Context: an optimization exercise on an open-source flow, tuned for small area and a short achievable clock period. The choices shown serve that exercise and are no tape-out recipe. The RTL was checked by simulation tests, not by an equivalence proof against the original design. Power and IR drop assume default switching activity.

Setup of v6:
==> module mem_resp_array, before the edit <==
module mem_resp_array
#(
  parameter int DATA_W = types_pkg::MEM_RESP_DATA_W
) (
  input  logic              clk,
  input  logic [7:0]        rlo,
  input  logic [7:0]        wlo,
  input  logic [7:0]        rd0,
  input  logic [7:0]        rd2,
  input  logic [7:0]        wr,
  input  logic              clr_n,    
  input  logic [DATA_W-1:0] wdata,
  output logic [DATA_W-1:0] rdata
);
  localparam int RINGS = 64;
  logic [DATA_W-1:0] s0_q  [RINGS];
  logic [DATA_W-1:0] s1_q  [RINGS];
  logic [DATA_W-1:0] s2_q  [RINGS];
  logic [DATA_W-1:0] s3_q  [RINGS];
  logic [DATA_W-1:0] s0_d  [RINGS];
  logic [RINGS-1:0]  t0, t2;
  logic [DATA_W-1:0] or4   [16];       
  logic [DATA_W-1:0] or8_n [8];        
  logic [DATA_W-1:0] or16  [4];        
  logic [DATA_W-1:0] or32_n [2];       
  for (genvar r = 0; r < RINGS; r++) begin : g_ring
    logic we, hold;
    assign we   = wr[r / 8] & wlo[r % 8];
    assign hold = clr_n & ~we;
    assign t0[r] = rd0[r / 8] & rlo[r % 8];
    assign t2[r] = rd2[r / 8] & rlo[r % 8];
    always_ff @(posedge clk) begin
      s0_q[r] <= s0_d[r];
      s1_q[r] <= s0_q[r];
      s2_q[r] <= s1_q[r];
      s3_q[r] <= s2_q[r];
    end
    for (genvar b = 0; b < DATA_W; b++) begin : g_bit
      mem_resp_ao22 u_entry (
        .a1(we), .a2(wdata[b]), .b1(hold), .b2(s3_q[r][b]), .y(s0_d[r][b])
      );
    end
  end
  for (genvar b = 0; b < DATA_W; b++) begin : g_tree
    for (genvar i = 0; i < 16; i++) begin : g_l2
      mem_resp_tap4 u_g (
        .t0(t0[4*i+3:4*i]), .t2(t2[4*i+3:4*i]),
        .a({s0_q[4*i+3][b], s0_q[4*i+2][b], s0_q[4*i+1][b], s0_q[4*i][b]}),
        .b({s2_q[4*i+3][b], s2_q[4*i+2][b], s2_q[4*i+1][b], s2_q[4*i][b]}),
        .y(or4[i][b])
      );
    end
    for (genvar i = 0; i < 8; i++) begin : g_l3
      mem_resp_nor2 u_g (.a(or4[2*i][b]), .b(or4[2*i+1][b]), .y(or8_n[i][b]));
    end
    for (genvar i = 0; i < 4; i++) begin : g_l4
      mem_resp_nand2 u_g (.a(or8_n[2*i][b]), .b(or8_n[2*i+1][b]), .y(or16[i][b]));
    end
    for (genvar i = 0; i < 2; i++) begin : g_l5
      mem_resp_nor2 u_g (.a(or16[2*i][b]), .b(or16[2*i+1][b]), .y(or32_n[i][b]));
    end
    mem_resp_nand2 u_l6 (.a(or32_n[0][b]), .b(or32_n[1][b]), .y(rdata[b]));
  end
endmodule
==> module mem_responder, before the edit <==
module mem_responder
#(
  parameter int WAIT_CYCLES = types_pkg::MEM_RESP_WAIT_DEFAULT,
  parameter int ADDR_BITS   = 8
) (
  input  logic        clk,
  input  logic        rst,
  input  logic        req_valid,
  input  logic        req_write,
  input  logic [15:0] req_addr,
  input  logic [15:0] req_wdata,
  input  logic        halt_sys,
  output logic        req_ready,
  output logic        rsp_valid,
  output logic [15:0] rsp_rdata,
  output logic        busy,
  output logic        stall
);
  logic        busy_q, rsp_q, w1_q;
  logic [1:0]  ph_q;        
  logic [3:0]  clr_q;       
  logic        write_q;     
  logic        wpend_q;     
  logic        cap_q;       
  logic [7:0]  rd0_q, rd2_q, wr_q;
  logic [1:0]  slot_q;      
  logic [7:0]  hi_q, lo_q;  
  logic [7:0]  rlo_q, wlo_q;
  logic [15:0] rdata_q;
  logic        accept, land;
  logic        rd_d, cap_d, rd0_d, rd2_d, wpend_d, wr_d;
  logic [1:0]  slot_d;
  logic [7:0]  hi_d, lo_d, hi_n, lo_n;
  logic        hold_rdata;
  logic [15:0] tap_data;
  assign busy      = busy_q;
  assign rsp_valid = rsp_q;
  assign req_ready = !busy_q && !halt_sys && !rst;
  assign accept    = req_valid && req_ready;
  assign stall     = req_valid && !req_ready;
  assign rsp_rdata = rdata_q;
  assign land    = |wr_q;
  assign slot_d  = accept ? req_addr[1:0] + ph_q : slot_q + 2'd1;
  assign rd_d    = (accept && !req_write) || (w1_q && !write_q);
  assign cap_d   = rd_d && !slot_d[0];
  assign rd0_d   = cap_d && !slot_d[1];
  assign rd2_d   = cap_d && slot_d[1] && clr_q[1];
  assign wpend_d = (accept && req_write) || (wpend_q && !land);
  assign wr_d    = wpend_d && (slot_d == 2'd3);
  always_comb begin
    hi_d = '0;
    lo_d = '0;
    hi_d[req_addr[7:5]] = 1'b1;
    lo_d[req_addr[4:2]] = 1'b1;
  end
  assign hi_n = accept ? hi_d : hi_q;
  assign lo_n = accept ? lo_d : lo_q;
  assign hold_rdata = !(accept || cap_q);
  always_ff @(posedge clk or posedge rst) begin
    if (rst) begin
      busy_q  <= 1'b0;
      rsp_q   <= 1'b0;
      w1_q    <= 1'b0;
      ph_q    <= 2'd1;
      clr_q   <= 4'd0;
      wpend_q <= 1'b0;
      cap_q   <= 1'b0;
      wr_q    <= '0;
      rd0_q   <= '0;
      rd2_q   <= '0;
    end else begin
      busy_q  <= accept || (busy_q && !rsp_q);
      w1_q    <= accept;
      rsp_q   <= busy_q && !w1_q && !rsp_q;
      ph_q    <= ph_q + 2'd1;
      clr_q   <= {clr_q[2:0], 1'b1};
      wpend_q <= wpend_d;
      cap_q   <= cap_d;
      wr_q    <= hi_n & {8{wr_d}};
      rd0_q   <= hi_n & {8{rd0_d}};
      rd2_q   <= hi_n & {8{rd2_d}};
    end
  end
  always_ff @(posedge clk) begin
    slot_q  <= slot_d;
    rlo_q   <= lo_n & {8{rd0_d || rd2_d}};
    wlo_q   <= lo_n & {8{wr_d}};
    rdata_q <= ({16{accept}} & req_wdata) | tap_data | ({16{hold_rdata}} & rdata_q);
    if (accept) begin
      write_q <= req_write;
      hi_q    <= hi_d;
      lo_q    <= lo_d;
    end
  end
  mem_resp_array #(
    .DATA_W(16)
  ) u_array (
    .clk   (clk),
    .rlo   (rlo_q),
    .wlo   (wlo_q),
    .rd0   (rd0_q),
    .rd2   (rd2_q),
    .wr    (wr_q),
    .clr_n (clr_q[3]),
    .wdata (rdata_q),
    .rdata (tap_data)
  );
endmodule
export LEC_CHECK = 0
export CAP_MARGIN = 20
export CORE_MARGIN = 2
export CORE_UTILIZATION = 65
export CTS_CLUSTER_DIAMETER = 100
export CTS_CLUSTER_SIZE = 30
export SETUP_SLACK_MARGIN = 3.0
export SLEW_MARGIN = 20
export SYNTH_HIERARCHICAL = 1
export SYNTH_MINIMUM_KEEP_SIZE = 0
create_clock -name core_clock -period 6.0 [get_ports {clk}]
run.sh (not shown) runs the stock make flow with config.mk's settings and CLKGATE_MAP_FILE= SYNTH_SCRIPT=/design/flow/synth_recipe.tcl, a recipe that flattens the netlist after the stock synthesis.
v6 completed end to end with timing, DRC and antenna clean.
## Diff of input files: v7 against v6
--- a/flow/design.v
+++ b/flow/design.v
@@ -15,12 +15,11 @@
 module mem_resp_array
 #(
   parameter int DATA_W = types_pkg::MEM_RESP_DATA_W
 ) (
   input  logic              clk,
-  input  logic [7:0]        rlo,
-  input  logic [7:0]        wlo,
+  input  logic [7:0]        lo,
   input  logic [7:0]        rd0,
   input  logic [7:0]        rd2,
   input  logic [7:0]        wr,
   input  logic              clr_n,    
   input  logic [DATA_W-1:0] wdata,
@@ -37,14 +36,14 @@
   logic [DATA_W-1:0] or8_n [8];        
   logic [DATA_W-1:0] or16  [4];        
   logic [DATA_W-1:0] or32_n [2];       
   for (genvar r = 0; r < RINGS; r++) begin : g_ring
     logic we, hold;
-    assign we   = wr[r / 8] & wlo[r % 8];
+    assign we   = wr[r / 8] & lo[r % 8];
     assign hold = clr_n & ~we;
-    assign t0[r] = rd0[r / 8] & rlo[r % 8];
-    assign t2[r] = rd2[r / 8] & rlo[r % 8];
+    assign t0[r] = rd0[r / 8] & lo[r % 8];
+    assign t2[r] = rd2[r / 8] & lo[r % 8];
     always_ff @(posedge clk) begin
       s0_q[r] <= s0_d[r];
       s1_q[r] <= s0_q[r];
       s2_q[r] <= s1_q[r];
       s3_q[r] <= s2_q[r];
@@ -125,17 +124,15 @@
   logic        wpend_q;     
   logic        cap_q;       
   logic [7:0]  rd0_q, rd2_q, wr_q;
   logic [1:0]  slot_q;      
   logic [7:0]  hi_q, lo_q;  
-  logic [7:0]  rlo_q, wlo_q;
   logic [15:0] rdata_q;
   logic        accept, land;
   logic        rd_d, cap_d, rd0_d, rd2_d, wpend_d, wr_d;
   logic [1:0]  slot_d;
-  logic [7:0]  hi_d, lo_d, hi_n, lo_n;
-  logic        hold_rdata;
+  logic [7:0]  hi_d, lo_d, hi_n;
   logic [15:0] tap_data;
   assign busy      = busy_q;
   assign rsp_valid = rsp_q;
   assign req_ready = !busy_q && !halt_sys && !rst;
   assign accept    = req_valid && req_ready;
@@ -154,12 +151,10 @@
     lo_d = '0;
     hi_d[req_addr[7:5]] = 1'b1;
     lo_d[req_addr[4:2]] = 1'b1;
   end
   assign hi_n = accept ? hi_d : hi_q;
-  assign lo_n = accept ? lo_d : lo_q;
-  assign hold_rdata = !(accept || cap_q);
   always_ff @(posedge clk or posedge rst) begin
     if (rst) begin
       busy_q  <= 1'b0;
       rsp_q   <= 1'b0;
       w1_q    <= 1'b0;
@@ -182,26 +177,24 @@
       rd0_q   <= hi_n & {8{rd0_d}};
       rd2_q   <= hi_n & {8{rd2_d}};
     end
   end
   always_ff @(posedge clk) begin
-    slot_q  <= slot_d;
-    rlo_q   <= lo_n & {8{rd0_d || rd2_d}};
-    wlo_q   <= lo_n & {8{wr_d}};
-    rdata_q <= ({16{accept}} & req_wdata) | tap_data | ({16{hold_rdata}} & rdata_q);
+    slot_q <= slot_d;
     if (accept) begin
       write_q <= req_write;
       hi_q    <= hi_d;
       lo_q    <= lo_d;
     end
+    if (accept)     rdata_q <= req_wdata;
+    else if (cap_q) rdata_q <= tap_data;
   end
   mem_resp_array #(
     .DATA_W(16)
   ) u_array (
     .clk   (clk),
-    .rlo   (rlo_q),
-    .wlo   (wlo_q),
+    .lo    (lo_q),
     .rd0   (rd0_q),
     .rd2   (rd2_q),
     .wr    (wr_q),
     .clr_n (clr_q[3]),
     .wdata (rdata_q),
Results
v7 vs v6: switching portion of total power down
Lower total power among v6 and v7: v7
Diff v6 -> v7: wire length on met1 went up by about 1.8%; global-route usage went down by 1.7 points; multi-input logic portion of the cell area went down by 0.27 points.
Taking v6 as the reference, in v7 design internal power increased 1.4%; worst slew margin relative to its limit increased 8.3 points; post-route standard cell area excluding fillers has remained practically unchanged; area growth from synthesis to final layout increased by 0.25 points relative to the old numbers.
Share of post-route cells with drive strength above 1 (lower): v6

==> port drivers added, routing unchanged <==
The flow's constraints put no driver on any port. The routed layouts listed below were extracted and timed again, unchanged, in two steps. Step 1, drivers: a clkbuf_16 drives clk and a buf_2 each remaining input, both assumed. Step 2 moves the port delays by t, midway between the first and last clock arrival at a register: inputs arrive t later, outputs are due t later. That takes back most of the time a late clock gives input paths. Slacks: ideal ports / drivers / drivers and shift; pairs: ideal ports / drivers.
| run | shift t [ns] | slack for setup (ns) | worst setup path after step 2 | worst register clock-pin slew, ns | worst data-port slew with drivers (ns) |
|---|---|---|---|---|---|
| v6 | 0.900 | 2.924 / 2.924 / 2.385 | input to register | 0.12 / 0.12 | 0.28 |
| v7 | 0.899 | 2.991 / 2.955 / 2.472 | input to register | 0.12 / 0.12 | 0.16 |
After both steps every run listed still meets setup and hold. The setup slack of v6, which loses most, moves by 0.000 ns with the drivers and by -0.539 ns with both steps.
